Context: an optimization exercise on an open-source flow, tuned for small area and a short achievable clock period. The choices shown serve that exercise and are no tape-out recipe.
RTL that was checked went through simulation tests only; none was proved equivalent to the original.
Only the layout flow was run in run 1; the RTL was not checked for function there.
Power figures rest on the tool's default switching activity, not on a simulated workload.

==> flow/design.v (outline; a module is shown in full before it is edited, if it fits) <==
// module adder_tree_25: 1707 lines
module adder_tree_25 (
    input  logic         clk,
    input  logic         rst,
    input  logic         in_valid,
    input  logic [399:0] in_data,
    output logic         res_valid,
    output logic [15:0]  res
);
  // ...
==> flow/flow/run.sh <==
#!/bin/bash
# Own layout flow: the standard flow (standard.sh) with two changes.
#  1. After the standard synthesis, fapol.py re-chooses the polarity of the
#     full-adder cells so that the inverters extract_fa leaves around them go;
#     a Yosys equivalence proof against the standard netlist must pass, else
#     the standard netlist is kept.
#  2. Port buffers are sky130_fd_sc_hd__buf_1 (every port still gets one).
# Each tool writes its full output to a log file of its own in this folder.
set -uo pipefail
export BUFFER_PORTS_ARGS="-buffer_cell sky130_fd_sc_hd__buf_1"
HERE=$(pwd)
bash standard.sh synth > synth.log 2>&1 || exit 1
NET=$HERE/orfs/results/sky130hd/adder_tree_25/base/1_2_yosys.v
cp "$NET" "$HERE/netlist_standard.v"
if python3 "$HERE/flow/fapol.py" "$HERE/netlist_standard.v" "$HERE/netlist_fapol.v" > fapol.log 2>&1; then
  cat > equiv.ys <<EOT
read_liberty -ignore_miss_func $FLOW_HOME/platforms/sky130hd/lib/sky130_fd_sc_hd__tt_025C_1v80.lib
read_verilog $HERE/netlist_standard.v
rename $FLOW_TOP gold
read_verilog $HERE/netlist_fapol.v
rename $FLOW_TOP gate
setattr -mod -unset top gold gate
flatten gold gate
rename -hide gold/w:_* gate/w:_*
equiv_make gold gate eq
hierarchy -top eq
equiv_simple -seq 0
equiv_induct
equiv_status -assert
EOT
  if yosys -s equiv.ys > equiv.log 2>&1; then
    cp "$HERE/netlist_fapol.v" "$NET"
    touch "$NET"
    echo "fapol netlist used" >> fapol.log
  else
    echo "equivalence failed: standard netlist kept" >> fapol.log
  fi
fi
bash standard.sh finish > finish.log 2>&1
==> flow/flow/fapol.py <==
#!/usr/bin/env python3
"""Choose the polarity of every full-adder cell in a mapped sky130 netlist so
that as few inverters as possible remain.

A full adder is self-dual: FA(~a, ~b, ~c) = (~cout, ~sum).  Yosys's extract_fa
often builds full adders with all inputs and outputs inverted, which leaves an
inverter on many full-adder pins.  This pass removes every inverter, picks for
each full adder whether it computes the true or the complemented function, and
then puts back one inverter per net that some pin needs in the other polarity.

usage: fapol.py IN.v OUT.v
The netlist must be flat, with one module and no assign statements; if it is
not, the input is copied unchanged.
"""
import re
import sys
import random
import shutil

OUT_PINS = {"X", "Y", "Q", "Q_N", "SUM", "COUT", "HI", "LO"}
INV_RE = re.compile(r"^sky130_fd_sc_hd__(inv|clkinv)_\d+$")
FA_RE = re.compile(r"^sky130_fd_sc_hd__fa_\d+$")
INST_RE = re.compile(r"^\s*(sky130_fd_sc_hd__\w+)\s+(\\\S+|\w+)\s*\((.*?)\);\s*$", re.S | re.M)
PIN_RE = re.compile(r"\.(\w+)\(\s*([^()]*?)\s*\)")


def main():
    src, dst = sys.argv[1], sys.argv[2]
    text = open(src).read()
    if re.search(r"^\s*assign\s", text, re.M) or text.count("endmodule") != 1:
        print("fapol: netlist has assigns or several modules; left unchanged")
        shutil.copy(src, dst)
        return
    insts = []
    for m in INST_RE.finditer(text):
        pins = dict(PIN_RE.findall(m.group(3)))
        insts.append({"type": m.group(1), "name": m.group(2), "pins": pins,
                      "span": m.span()})
    # ports
    outports = set()
    for m in re.finditer(r"^\s*output\s+(\[(\d+):(\d+)\]\s*)?(\S+)\s*;", text, re.M):
        name = m.group(4)
        if m.group(1):
            hi, lo = int(m.group(2)), int(m.group(3))
            for i in range(min(hi, lo), max(hi, lo) + 1):
                outports.add(f"{name}[{i}]")
        else:
            outports.add(name)
    driver = {}
    for idx, ins in enumerate(insts):
        for p, n in ins["pins"].items():
            if p in OUT_PINS and n:
                driver[n] = (idx, p)
    # inverters that may go: output not a port
    removable = set()
    for idx, ins in enumerate(insts):
        if INV_RE.match(ins["type"]) and ins["pins"].get("Y") not in outports:
            removable.add(idx)

    def resolve(net):
        pol = 0
        seen = 0
        while net in driver and driver[net][0] in removable:
            net = insts[driver[net][0]]["pins"]["A"]
            pol ^= 1
            seen += 1
            if seen > 1000:
                raise SystemExit("inverter loop")
        return net, pol

    fas = [i for i, ins in enumerate(insts) if FA_RE.match(ins["type"])]
    fa_index = {i: k for k, i in enumerate(fas)}
    # consumers: (inst, pin, root, pol) for every non-removable instance input
    consumers = []
    for idx, ins in enumerate(insts):
        if idx in removable:
            continue
        for p, n in ins["pins"].items():
            if p in OUT_PINS or not n:
                continue
            if re.match(r"^\d+'[bh]", n):
                continue
            r, pol = resolve(n)
            consumers.append((idx, p, r, pol))
    # output ports driven through removable inverters would lose their
    # driver; there are none by construction (their inverter is kept)
    # root owner: FA output roots flip with their FA
    root_fa = {}
    for i in fas:
        for p in ("SUM", "COUT"):
            n = insts[i]["pins"].get(p)
            if n:
                root_fa[n] = fa_index[i]
    flip = [0] * len(fas)
    # per root: list of consumer ids
    by_root = {}
    for cid, (idx, p, r, pol) in enumerate(consumers):
        by_root.setdefault(r, []).append(cid)
    fa_cons = {}  # fa k -> consumer ids on its inputs
    for cid, (idx, p, r, pol) in enumerate(consumers):
        if idx in fa_index:
            fa_cons.setdefault(fa_index[idx], []).append(cid)

    def need(cid):
        # polarity (relative to the root's logical value) the pin must see
        idx, p, r, pol = consumers[cid]
        if idx in fa_index and flip[fa_index[idx]]:
            pol ^= 1
        return pol

    def phys(r):
        k = root_fa.get(r)
        return flip[k] if k is not None else 0

    def root_cost(r):
        ph = phys(r)
        return 1 if any(need(c) != ph for c in by_root.get(r, [])) else 0

    def roots_of_fa(k):
        i = fas[k]
        rs = set()
        for p in ("SUM", "COUT"):
            n = insts[i]["pins"].get(p)
            if n:
                rs.add(n)
        for c in fa_cons.get(k, []):
            rs.add(consumers[c][2])
        return rs

    total = sum(root_cost(r) for r in by_root)
    start = sum(1 for i in removable)
    improved = True
    rounds = 0
    while improved and rounds < 50:
        improved = False
        rounds += 1
        for k in range(len(fas)):
            rs = roots_of_fa(k)
            before = sum(root_cost(r) for r in rs)
            flip[k] ^= 1
            after = sum(root_cost(r) for r in rs)
            if after < before:
                total += after - before
                improved = True
            else:
                flip[k] ^= 1
    # rewrite
    inv_net = {}
    new_insts = []
    for r in sorted(by_root):
        if root_cost(r):
            nn = f"_fapol_n{len(inv_net)}_"
            inv_net[r] = nn
            new_insts.append((nn, r))
    conn = {}
    for cid, (idx, p, r, pol) in enumerate(consumers):
        conn[(idx, p)] = r if need(cid) == phys(r) else inv_net[r]
    out = []
    pos = 0
    for idx, ins in enumerate(insts):
        a, b = ins["span"]
        out.append(text[pos:a])
        pos = b
        if idx in removable:
            continue
        pins = dict(ins["pins"])
        if idx in fa_index and flip[fa_index[idx]]:
            pass  # outputs keep their nets, which now carry the complement
        for p in pins:
            if (idx, p) in conn:
                pins[p] = conn[(idx, p)]
        body = ",\n".join(f"    .{p}({n}{' ' if n.startswith(chr(92)) else ''})" for p, n in pins.items())
        out.append(f"  {ins['type']} {ins['name']} (\n{body}\n  );")
    tail = text[pos:]
    k = tail.rfind("endmodule")
    decl = "".join(f"  wire {nn};\n" for nn, r in new_insts)
    cells = "".join(f"  sky130_fd_sc_hd__inv_1 {nn}inv (\n    .A({r}{' ' if r.startswith(chr(92)) else ''}),\n    .Y({nn})\n  );\n"
                    for nn, r in new_insts)
    out.append(tail[:k] + decl + cells + tail[k:])
    res = "".join(out)
    # the new wires must be declared before use for some readers: move decls up
    mod = re.search(r"^\s*module\s.*?;\s*$", res, re.M | re.S)
    res = res.replace(decl, "", 1)
    res = res[:mod.end()] + "\n" + decl + res[mod.end():]
    open(dst, "w").write(res)
    print(f"fapol: {len(fas)} full adders, {sum(flip)} flipped, inverters {start} -> {len(new_insts)}")


if __name__ == "__main__":
    main()
==> flow/standard.sh <==
#!/bin/bash
# synth_recipe.tcl (not shown) runs the flow's synth.tcl, then flattens the netlist and writes it again
# the make line also repeats each setting of config.mk as NAME=value (left out here)
make -C /OpenROAD-flow-scripts/flow DESIGN_CONFIG=/design/flow/config.mk WORK_HOME=/design/flow/orfs CLKGATE_MAP_FILE= SYNTH_SCRIPT=/design/flow/synth_recipe.tcl "${@:-finish}"
==> flow/config.mk <==
export PLATFORM = sky130hd
export DESIGN_NAME = adder_tree_25
export DESIGN_NICKNAME = adder_tree_25
export VERILOG_FILES = /design/flow/design.v
export SDC_FILE = /design/flow/constraint.sdc
export NUM_CORES = 4
export LEC_CHECK = 0
export CAP_MARGIN = 20
export CORE_MARGIN = 2
export CORE_UTILIZATION = 40
export CTS_BUF_LIST = sky130_fd_sc_hd__clkbuf_8
export CTS_CLUSTER_DIAMETER = 50
export CTS_CLUSTER_SIZE = 14
export SETUP_SLACK_MARGIN = 1.1
export SLEW_MARGIN = 20
==> flow/constraint.sdc <==
create_clock -name core_clock -period 3.0 [get_ports {clk}]
set_input_delay 0.6000 -clock core_clock [delete_from_list [all_inputs] [get_ports {clk}]]
set_output_delay 0.6000 -clock core_clock [all_outputs]
set_load 0.01 [all_outputs]
==> results by group, run 1 <==
Critical path
  – Slowest stage cell, crit path: fa_1
  – CP Capture Type: register
  – FF-to-FF setup slack: 900 ps
  – Setup crit end: hi_q[6]$_DFF_P_
  – CP cell instances: fa_1 -> ha_2 -> fa_2 -> a21o_1 -> a21oi_2 -> o21bai_1 -> a21oi_1 -> xnor2_1
  – CP Class: register to register

Global route
  – First-pass GRT wire length: 38.26 mm
  – GR Util met2: 30.19%

Clocking
  – CTS Sinks: 195
  – Clk buf depth: 2

Detailed routing
  – Detailed Route WL: 23.63 mm
  – Initial DRC count: 90
  – DR WL/cell: 15.70 um

Cells and area
  – Count of non-CTS buffers in the layout: 424
  – Max-area cell class: multi-input combinational cells
  – Largest register by flop count: res
  – Diodes inserted: 0

Placed design
  – Inst Count DP: 1468
  – Placed inst area: 13930 um2
  – Dpl hpwl: 21.98 mm

Run
  – # Max-Cap Violations: 0

Timing
  – Max Freq: 475.2 MHz
  – Fin crit share: 70.15%

Floorplanning
  – Area of the core: 28630 um2

Outcome
  – Status: finished clean

Power and ir drop
  – Max VDD drop: 0.4443 mV

Hold path
  – Min-delay worst type: register to register
  – Hold path startpoint: p2_c2_0$_DFF_P_
==> inputs of run 2 (changes only) <==
--- a/flow/design.v
+++ b/flow/design.v
@@ -836,18 +836,18 @@
     wire s691;
     wire c692;
     wire s693;
     wire c694;
     wire s695;
     wire c696;
     wire s697;
     logic [15:0] row_a, row_b;
-    logic [9:0] lo_sum, lo_q;
-    logic [6:0] hi_sum, hi_q;
+    logic [10:0] lo_sum, lo_q;
+    logic [5:0] hi_sum, hi_q;
     logic [15:0] sum;
     assign s1 = in_data[0] ^ in_data[16] ^ in_data[32];
     assign c2 = (in_data[0] & in_data[16]) | (in_data[0] & in_data[32]) | (in_data[16] & in_data[32]);
     assign s3 = in_data[48] ^ in_data[64] ^ in_data[80];
     assign c4 = (in_data[48] & in_data[64]) | (in_data[48] & in_data[80]) | (in_data[64] & in_data[80]);
     assign s5 = in_data[96] ^ in_data[112] ^ in_data[128];
     assign c6 = (in_data[96] & in_data[112]) | (in_data[96] & in_data[128]) | (in_data[112] & in_data[128]);
     assign s7 = in_data[144] ^ in_data[160] ^ in_data[176];
@@ -1516,19 +1516,19 @@
     assign c692 = (p2_c12_0 & p2_c12_1) | (p2_c12_0 & p2_c12_2) | (p2_c12_1 & p2_c12_2);
     assign s693 = p2_c13_0 ^ p2_c13_1 ^ p2_c13_2;
     assign c694 = (p2_c13_0 & p2_c13_1) | (p2_c13_0 & p2_c13_2) | (p2_c13_1 & p2_c13_2);
     assign s695 = p2_c14_0 ^ p2_c14_1 ^ p2_c14_2;
     assign c696 = (p2_c14_0 & p2_c14_1) | (p2_c14_0 & p2_c14_2) | (p2_c14_1 & p2_c14_2);
     assign s697 = p2_c15_0 ^ p2_c15_1 ^ p2_c15_2;
     assign row_a = {c696, c694, c692, c690, c688, c686, c684, c682, c680, c678, c676, s675, p2_c3_0, p2_c2_0, p2_c1_0, p2_c0_0};
     assign row_b = {s697, s695, s693, s691, s689, s687, s685, s683, s681, s679, s677, 1'b0, p2_c3_1, 1'b0, 1'b0, 1'b0};
-    assign lo_sum = {1'b0, row_a[8:0]} + {1'b0, row_b[8:0]};
-    assign hi_sum = row_a[15:9] + row_b[15:9];
-    assign sum = {hi_q + {6'd0, lo_q[9]}, lo_q[8:0]};
+    assign lo_sum = {1'b0, row_a[9:0]} + {1'b0, row_b[9:0]};
+    assign hi_sum = row_a[15:10] + row_b[15:10];
+    assign sum = {hi_q + {5'd0, lo_q[10]}, lo_q[9:0]};
     always_ff @(posedge clk) begin
         p1_c0_0 <= s413;
         p1_c1_0 <= s271;
         p1_c1_1 <= c414;
         p1_c1_2 <= s415;
         p1_c1_3 <= s417;
         p1_c1_4 <= s419;
         p1_c2_0 <= c416;
==> flow/config.mk (replaced) <==
export PLATFORM = sky130hd
export DESIGN_NAME = adder_tree_25
export DESIGN_NICKNAME = adder_tree_25
export VERILOG_FILES = /design/flow/design.v
export SDC_FILE = /design/flow/constraint.sdc
export NUM_CORES = 4
export LEC_CHECK = 0
export ABC_AREA = 1
export CAP_MARGIN = 20
export CORE_MARGIN = 2
export CORE_UTILIZATION = 40
export CTS_BUF_LIST = sky130_fd_sc_hd__clkbuf_8
export CTS_CLUSTER_DIAMETER = 50
export CTS_CLUSTER_SIZE = 14
export SETUP_SLACK_MARGIN = 1.1
export SLEW_MARGIN = 20
==> results by group, run 2 <==
Timing
  – Fin crit share: 64.39% (-5.8 points)
  – Slew headroom: 51.67%
  – Min Hold Slack: 319.1 ps
  – Fin. max-slew vios: 0
  – Layout Skew: 16.08 ps
  – Final setup viols: 0
  – Max Freq: 517.7 MHz (+8.9%)
  – Min cycle time layout: 1932 ps
  – Sum of negative setup slack: 0 ps
  – Tightest Pin Transition: 724.9 ps
  – RSZ-0062 raised after global routing: true
  – Final Hold Fails: 0

Cells and area
  – Area Overhead vs Synth: 23.84%
  – Sequential cell area: 3914 um2
  – Commonest non-fill, non-tap cell in the layout: buf_1
  – Largest register by flop count: res
  – Area of the multi-input gates: 8064 um2
  – Share of cells above drive strength 1: 14.52%
  – Max reg flops: 16
  – Biggest regs: res x16, lo_q x11, hi_q x6
  – Most frequent cells in the layout: buf_1 (416), fa_1 (201), dfxtp_1 (187), fa_2 (126), nand2_1 (62)
  – Fillers: 2578
  – Layout Nets: 1957

Clocking
  – Clk latency of the worst-skew pair: 460 ps
  – CTS Buf Count: 17
  – Reg clk slew, reported paths: 110 ps
  – CTS H-tree depth: 4
  – CTS Sinks: 195 (unchanged)
  – CTS tree: yes
  – Post-CTS Setup Inserts: 0
  – Clk buf depth: 2 (unchanged)
  – Clk root buf: clkbuf_8

Synth
  – Mapped Area: 11820 um2
  – Net Count, Synth: 1523
  – Synth Instances: 779
  – Yosys warning count: 1
  – Syn_area_per_cell: 15.17 um2

Hold path
  – Worst Hold Path Cells: 3
  – Worst Hold End: vpipe[0]$_SDFF_PN0_
  – Hold path startpoint: in_valid
  – Min-delay worst type: input port to register

Floorplanning
  – Die X: 175.9 um
  – Die area: 30930 um2
  – # IOs: 420
  – Area of the core: 28860 um2 (+0.81%)
  – Row cnt: 62
  – Die H: 175.9 um
  – Starting density of the core: 40.95%

Critical path
  – Worst endpoint data arrival time: 2260 ps
  – R2R cell count: 3
  – Critical Path RT: 3330 ps
  – CP Launch Point: p1_c3_2$_DFF_P_
  – Startpoint type of the worst setup path: register
  – Reg2Reg Capture Point: p2_c3_1$_DFF_P_
  – R2r startpoint: p1_c3_2$_DFF_P_
  – FF-to-FF setup slack: 1070 ps (+170 ps)
  – Crit-path max FO: 1
  – CP Class: register to register
  – CP Capture Type: register

Run
  – # Max-Cap Violations: 0 (unchanged)

Global route
  – First-pass GRT wire length: 41.95 mm (+9.6%)
  – Initial antenna violation count: 1
  – GR Overflow Total: 0
  – Vias in the first global route: 8374
  – Largest net degree at the start of global routing: 21
  – All-Layer GR Usage: 18.05%

Power and ir drop
  – Pwr Density: 884.2 nW/um2
  – Max VDD drop: 0.4609 mV (+3.7%)
  – Leak pwr: 5.506 nW

Detailed routing
  – Detailed Route WL: 26.00 mm (+10%)
  – DR WL/cell: 16.14 um (+2.8%)
  – Post-route ant nets: 0
  – # DRC: 0
  – Via count: 6968
  – DR pass1 iterations: 7
  – Initial DRC count: 235 (+160%)
  – Vias per inst: 4.325

Placed design
  – GPL Wtd Cong: 0.9102
  – Dpl hpwl: 24.18 mm (+10%)
  – PortBufs: 419

Outcome
  – Status: finished clean
[run 2: cell types whose count changed in the layout (fill, tap and decap cells not counted), moves of 12 or more]
cell	change
nor2b_1	-12
inv_1	+37
nand3_1	+14
o21ai_0	+15
nand2_1	+57
nor2_1	+37
xnor2_1	-24
[run 2: worst max-delay path by stage]
stage / endpoint / depth (start not counted)
after detailed placement: p1_c11_7$_DFF_P_ / 4
after global placement: p1_c11_7$_DFF_P_ / 4
final: p2_c3_1$_DFF_P_ / 3
after global routing: p2_c3_1$_DFF_P_ / 3
after CTS: p2_c3_1$_DFF_P_ / 3
after floorplan: p1_c0_0$_DFF_P_ / 3
[run 2: layout make-up]
type	count	area share, %
sequential	195	26.75
antenna	1	0.01710
clock buffer	21	1.975
timing repair buffer	420	10.83
multi-input combinational	528	55.11
clock inverter	11	0.7354
inverter	51	1.308
tap	384	3.283
[run 2: repair_timing]
action / in CTS / in global routing
endpoints found under the setup margin: 11 / 21
pin swaps: 9 / 26
resized for setup: 11 / 29
hold buffers: 0 / 0
[run 2: power breakdown]
group          switching (mW)  internal, mW  total [mW]
Combinational            3.39          3.38        6.78
Sequential              0.584          3.92        4.51
Clock                   0.953         0.704        1.66
Total                    4.93          8.01        12.9
[run 2: critical path: stages, from the launching register on]
cell and delay [ps]:
dfxtp_1 330, fa_2 580, fa_2 450, fa_1 450
[run 2: metrics by stage]
step	util, %	total power, mW	cell area (um2)	std cells	setup WS [ps]
4_1_cts	50.40	13.08	14540	1610	1062
3_5_place_dp	48.93	11.26	14120	1578	583.1
3_3_place_gp	48.93	11.10	14120	1578	593.0
6_report	50.71	12.94	14630	1611	1068
5_1_grt	50.71	14.62	14630	1611	1016
2_1_floorplan	-	9.001	12080	779	808.0
[run 2: per-layer routing]
layer | wire [um] | track usage (%) | vias to the layer above
met1 | 9910 | 21.50 | 3446
met4 | 411 | 5.303 | 0
met2 | 14230 | 32.68 | 252
met5 | 0 | 0 | -
li1 | - | - | 3241
met3 | 1448 | 4.069 | 29
==> inputs of run 3 (changes only) <==
--- a/flow/config.mk
+++ b/flow/config.mk
@@ -5,7 +5,6 @@
 export SDC_FILE = /design/flow/constraint.sdc
 export NUM_CORES = 4
 export LEC_CHECK = 0
-export ABC_AREA = 1
 export CAP_MARGIN = 20
 export CORE_MARGIN = 2
 export CORE_UTILIZATION = 40
==> results by group, run 3 <==
Power and ir drop
  – Pwr Density: 900.0 nW/um2 (+1.8%)
  – Max VDD drop: 0.4822 mV (+4.6%)
  – Clock network fraction of total power: 12.2% (-0.6 points)
  – Share of power burned in registers: 34.8% (about the same)
  – Comb pwr share: 53.0% (+0.6 points)
  – Int Pwr: 8.162 mW (+1.9%)
  – Switching part of the total power: 37.06% (-1.1 points)
  – Leak pwr: 5.102 nW (-7.3%)
  – Psw: 4.805 mW (-2.6%)

Timing
  – Slew headroom: 32.81% (-19 points)
  – Min cycle time layout: 1912 ps (-19.49 ps)
  – Final setup viols: 0 (unchanged)
  – RSZ-0062 raised after global routing: true
  – Max Freq: 523.0 MHz (+1.0%)
  – Final Hold Fails: 0 (unchanged)
  – Fin crit share: 63.74% (-0.65 points)
  – Sum of negative setup slack: 0 ps (unchanged)
  – Layout Skew: 17.90 ps (+1.824 ps)
  – Fin. max-slew vios: 0 (unchanged)
  – Tightest Pin Transition: 1006 ps (+281.5 ps)

Floorplanning
  – # IOs: 420 (unchanged)
  – Die area: 30420 um2 (-1.7%)
  – Die X: 174.4 um (-0.83%)
  – Starting density of the core: 40.58% (-0.37 points)
  – Area of the core: 28630 um2 (-0.81%)
  – Row cnt: 62 (unchanged)
  – Die H: 174.4 um (-0.83%)

Run
  – # Max-Cap Violations: 0 (unchanged)

Synth
  – Syn_area_per_cell: 17.31 um2 (+14%)
  – Net Count, Synth: 1415 (-7.1%)
  – Yosys warning count: 1 (unchanged)
  – Mapped Area: 11620 um2 (-1.7%)
  – Synth Instances: 671 (-14%)

Global route
  – All-Layer GR Usage: 16.56% (-1.5 points)
  – GR Overflow Total: 0 (unchanged)
  – Initial antenna violation count: 0 (-1)
  – Vias in the first global route: 7756 (-7.4%)
  – Largest net degree at the start of global routing: 22 (+4.8%)
  – First-pass GRT wire length: 38.32 mm (-8.7%)

Detailed routing
  – Initial DRC count: 140 (-40%)
  – Metal2 WL: 13.10 mm (-7.9%)
  – DR WL/cell: 15.77 um (-2.2%)
  – Detailed Route WL: 23.71 mm (-8.8%)
  – WL met3: 1.375 mm (-5.0%)
  – Vias per inst: 4.244 (-1.9%)
  – # DRC: 0 (unchanged)
  – DR pass1 iterations: 4 (-3)
  – Top Metal Used: met4
  – Post-route ant nets: 0 (unchanged)
  – DRT met1 WL: 8.950 mm (-9.7%)
  – Via count: 6379 (-8.5%)

Cells and area
  – Area Overhead vs Synth: 24.04%
  – Diodes inserted: 0 (-1)
  – Largest register by flop count: res
  – Max reg flops: 16 (unchanged)
  – Commonest non-fill, non-tap cell in the layout: buf_1
  – Share of cells above drive strength 1: 15.82% (+1.3 points)
  – Most frequent cells in the layout: buf_1 (419), fa_1 (201), dfxtp_1 (185), fa_2 (126), xnor2_1 (48)
  – Final Util: 50.34% (-0.37 points)
  – Layout Nets: 1851 (-5.4%)
  – Biggest regs: res x16, lo_q x11, hi_q x6

Hold path
  – Min-delay worst type: register to register
  – Hold path startpoint: p2_c0_0$_DFF_P_
  – Worst Hold Path Cells: 0 (-3)
  – Worst Hold End: lo_q[0]$_DFF_P_

Clocking
  – Hold Buf Count CTS: 0 (unchanged)
  – CTS H-tree depth: 4 (unchanged)
  – CTS Buf Count: 17 (unchanged)
  – Reg clk slew, reported paths: 100 ps (about the same)
  – Clk latency of the worst-skew pair: 470 ps (about the same)
  – CTS Sinks: 195 (unchanged)
  – Clk buf depth: 2 (unchanged)
  – Clk root buf: clkbuf_8
  – CTS tree: yes

Critical path
  – FF-to-FF setup slack: 1090 ps (+20 ps)
  – CP Class: register to register
  – Crit-path max FO: 1 (unchanged)
  – CP Capture Type: register
  – R2r startpoint: p1_c3_4$_DFF_P_
  – Critical Path RT: 3340 ps (about the same)
  – Worst endpoint data arrival time: 2250 ps (about the same)
  – R2R cell count: 3 (unchanged)
  – Startpoint type of the worst setup path: register
  – Reg2Reg Capture Point: p2_c3_1$_DFF_P_

Placed design
  – PortBufs: 419 (unchanged)
  – Dpl hpwl: 21.99 mm (-9.1%)
  – GPL Wtd Cong: 0.8821 (-3.1%)

Outcome
  – Status: finished clean
## run 3: changes by cell type in the layout (fill, tap and decap cells not counted), sizes merged, moves of 5 or more
cell,change
nand2,-58
inv,-38
nor2,-36
xnor2,+26
nand3,-14
o21ai,-14
mux2i,+12
nor2b,+12
clkbuf,-7
xor2,-5
## run 3: routing by layer
layer,up-vias,GRT usage [%]
li1,2936,-
met1,3196,20.30
met4,0,3.957
met3,21,3.587
met2,226,29.83
met5,-,0
## run 3: worst max-delay path by stage
stage	start	cells after the start	slack (ps)	end
floorplan	in_data[192]	3	810	p1_c0_0$_DFF_P_
global placement	in_data[346]	4	530	p1_c11_7$_DFF_P_
detailed placement	in_data[346]	4	500	p1_c11_7$_DFF_P_
CTS	p2_c11_2$_DFF_P_	7	1060	hi_q[5]$_DFF_P_
global route	p1_c3_4$_DFF_P_	3	1010	p2_c3_1$_DFF_P_
finish	p1_c3_4$_DFF_P_	3	1090	p2_c3_1$_DFF_P_
## run 3: layout make-up
cell class / instances / area [um2]
Multi-Input combinational cell: 458 / 8008
Tap cell: 384 / 480.5
Inverter: 14 / 52.55
Timing Repair Buffer: 421 / 1588
Sequential cell: 195 / 3916
Clock inverter: 14 / 130.1
Clock buffer: 17 / 234.0
Fill cell: 2536 / 14220
## run 3: per-stage QoR
stage	hold slack, ps	instances	power [mW]	instance area, um2	setup slack [ps]
finish	333.5	1503	12.97	14410	1088
global route	332.1	1503	14.55	14410	1015
CTS	322.4	1502	13.15	14350	1058
detailed placement	312.1	1470	11.28	13930	503.3
global placement	314.0	1470	11.19	13930	526.7
floorplan	309.6	671	9.126	11890	808.0
## run 3: power groups by stage
| stage | registers, mW | clock network (mW) | logic [mW] |
|---|---|---|---|
| after global routing | 4.66 | 1.76 | 8.14 |
| after floorplan | 4.44 | 0 | 4.68 |
| after CTS | 4.55 | 1.65 | 6.96 |
| after detailed placement | 4.59 | 0 | 6.69 |
| after global placement | 4.58 | 0 | 6.61 |
| final | 4.51 | 1.59 | 6.87 |
## run 3: what timing repair did
action,CTS,global route
buffers inserted,1,1
endpoints found under the setup margin,16,18
pin swaps,14,30
resized for setup,18,20
## run 3: worst max-delay path, cell delays in order, from the launching register on
cell,delay (ps)
dfxtp_1,330
fa_1,500
fa_1,540
fa_1,410

what the ideal ports hide:
In the flow no input, the clock included, has a driving cell. The finished layouts below were timed again as built, in two steps.
Step 1 (the two cells are an assumption about what drives the block):
set clk [get_ports {clk}]
set_driving_cell -lib_cell sky130_fd_sc_hd__clkbuf_16 $clk
set_driving_cell -lib_cell sky130_fd_sc_hd__buf_2 [delete_from_list [all_inputs] $clk]
Step 2 times the ports against the registers' clock, not the clock port: input delays grow and output delays shrink by t, the midpoint of the rising clock arrivals with the driver on.
Three values: ideal ports, drivers, drivers and shift; two values: the first two.
run	shift t [ns]	setup slack, ns	worst hold slack (ns)	worst setup path at the end
run 1	0.489	0.896 / 0.896 / 0.590	0.329 / 0.329 / 0.329	input to register
run 2	0.496	1.068 / 1.068 / 0.608	0.319 / 0.300 / 0.337	input to register
run 3	0.495	1.088 / 1.088 / 0.611	0.334 / 0.334 / 0.334	input to register
After both steps every run listed still meets setup and hold. The setup slack of run 3, which loses most, moves by 0.000 ns with the drivers and by -0.477 ns with both steps.
